This is an optimization exercise on Yosys and OpenROAD, whose aim is small area and a short achievable clock period, not a production implementation.
In this exercise RTL edits were held to simulation tests only and were not proved equivalent to the original.
No activity file was given, so power comes from the tool's default toggle rates.

## job 9256
==> flow/design.v (excerpt) <==
module wav_riff_stream_parser (
    input  wire             clk,
    input  wire             rst_n,
    input  wire             bytes_valid,
    output wire             bytes_ready,
    input  wire  [7:0]      bytes_in_byte,
    input  wire             bytes_end_of_file,
    output wire             results_valid,
    input  wire             results_ready,
    output wire  [1:0]      results_out_kind,
    output wire  [15:0]     results_sample_word,
    output wire  [1:0]      results_channel_count,
    output wire  [4:0]      results_sample_bits,
    output wire  [31:0]     results_sample_rate_hz,
    output wire  [2:0]      results_error_code,
    output wire             results_last_of_file
);
    localparam logic [1:0] KIND_FORMAT = wrp_pkg::KIND_FORMAT;
    localparam logic [1:0] KIND_SAMPLE = wrp_pkg::KIND_SAMPLE;
    localparam logic [1:0] KIND_ERROR  = wrp_pkg::KIND_ERROR;
    localparam logic [5:0] PH_HDR   = 6'b000001;
    localparam logic [5:0] PH_CHK   = 6'b000010;
    localparam logic [5:0] PH_FMT   = 6'b000100;
    localparam logic [5:0] PH_SKIP  = 6'b001000;
    localparam logic [5:0] PH_DATA  = 6'b010000;
    localparam logic [5:0] PH_DRAIN = 6'b100000;
    logic [1:0]  step;
    logic        ready_q;
    logic        proc;                
  ...
clock: 6.0 ns
lec_check: 0
abc_area: 0
cap_margin: 20
core_margin: 2
core_utilization: 40
cts_buf_list: sky130_fd_sc_hd__clkbuf_8
setup_slack_margin: 3.6
slew_margin: 20
standard.sh (not shown) runs the stock make flow with config.mk's settings and CLKGATE_MAP_FILE= SYNTH_SCRIPT=/design/flow/synth_recipe.tcl, a recipe that flattens the netlist after the stock synthesis.
==> flow/flow/run.sh <==
#!/bin/bash
# The standard layout (the standard.sh: standard synthesis and ORFS flow),
# with one change: the port buffers are buf_1 cells instead of the default
# choice. Each tool's full output stays in ORFS's own logs under orfs/logs;
# make's output goes to flow_make.log here.
set -euo pipefail
bash standard.sh "BUFFER_PORTS_ARGS=-buffer_cell sky130_fd_sc_hd__buf_1" finish > flow_make.log 2>&1
The inputs of job 3802 differ from those of job 9256 as listed below.
diff --git a/flow/design.v b/flow/design.v
--- a/flow/design.v
+++ b/flow/design.v
@@ -308,39 +308,39 @@
     assign d_fmt15   = ph_fmt && (cnt == 5'd15);
     assign d_fmtlt15 = ph_fmt && (cnt < 5'd15);
     assign d_fmtge16 = ph_fmt && cnt[4];
     assign d_skip    = ph_skip;
     assign d_d8      = ph_data && !b16;
     assign d_d16lo   = ph_data && b16 && !cnt[0];
     assign d_d16hi   = ph_data && b16 && cnt[0];
     assign d_drain   = phase[5];
     logic s_hdr_r, s_hdr_w, s_hdr3, s_hdr11, s_chk0z, s_chk_adv, s_sz;
     logic s_fmt15, s_fmtlt15, s_fmtge16, s_skip, s_d8, s_d16lo, s_d16hi, s_drain;
     logic ok;
-    assign s_hdr_r   = d_hdr_r;
-    assign s_hdr_w   = d_hdr_w;
-    assign s_hdr3    = d_hdr3;
-    assign s_hdr11   = d_hdr11;
-    assign s_chk0z   = d_chk0z;
-    assign s_chk_adv = d_chk_adv;
-    assign s_fmt15   = d_fmt15;
-    assign s_fmtlt15 = d_fmtlt15;
-    assign s_fmtge16 = d_fmtge16;
-    assign s_skip    = d_skip;
-    assign s_d8      = d_d8;
-    assign s_d16lo   = d_d16lo;
-    assign s_d16hi   = d_d16hi;
-    assign s_drain   = d_drain;
     always_ff @(posedge clk)
     begin
+        s_hdr_r   <= d_hdr_r;
+        s_hdr_w   <= d_hdr_w;
+        s_hdr3    <= d_hdr3;
+        s_hdr11   <= d_hdr11;
+        s_chk0z   <= d_chk0z;
+        s_chk_adv <= d_chk_adv;
         s_sz      <= d_sz;
+        s_fmt15   <= d_fmt15;
+        s_fmtlt15 <= d_fmtlt15;
+        s_fmtge16 <= d_fmtge16;
+        s_skip    <= d_skip;
+        s_d8      <= d_d8;
+        s_d16lo   <= d_d16lo;
+        s_d16hi   <= d_d16hi;
+        s_drain   <= d_drain;
         ok        <= tagok && (chan_q != 2'd0) && (bits_q != 2'd0);
     end
     logic chanz;
     assign chanz = (chan_q == 2'd0);
     logic emit_ne, emit_e, emit, sample, format, last;
     logic g_a, g_1, g_2, g_f, g_7;
     logic [2:0] err;
     logic [1:0] kind;
     assign emit_ne = (s_hdr3 && !ma) || (s_hdr11 && !ma) || s_chk0z ||
                      s_fmt15 || (s_fmtlt15 && cl) || s_d8 || s_d16hi;
     assign emit_e  = !s_drain;
Findings:
- Re post-route minimum period: job 3802 and job 9256 aren't equal, and the lower value belongs to job 3802.
- Compared to job 9256, job 3802 has extra flip-flops.
- Diff job 9256 -> job 3802 | layout overhead on the synthesized area | decrease of 3.4 points
- Between job 3802 and job 9256, synthesized cell count is higher for job 3802, job 9256 comes in under that.
- Job 3802 has mean area per synthesized cell above what job 9256 had.
- In job 3802 the length of routed met3 wiring turned out about 40% higher than in job 9256.
- Changes observed in job 3802 relative to job 9256: total power per unit cell area dropped about 0.9%; number of non-clock inverters in the layout climbed 19%.

==> separate check: timing with driven ports <==
Ports are ideal in the flow. The routed layouts listed here were re-timed in OpenROAD. Step 1 sets driving cells, clkbuf_16 on the clock port and buf_2 on the other inputs (assumed; they add their load-dependent delay and slew). Step 2 times the ports against the registers' clock, not the clock port: input delays grow and output delays shrink by t, the midpoint of the rising clock arrivals with the driver on. Three values: no drivers, after step 1, after step 2; two values: the first two.
run	t, ns	slack for setup (ns)	worst setup path after step 2	worst slew at a driven data input, ns	cell pins on the clock port's net
job 9256	0.504	3.597 / 3.597 / 3.597	register to register	0.04	1
job 3802	0.492	3.665 / 3.626 / 3.673	register to register	0.04	1
After both steps setup and hold are still met in every run listed.
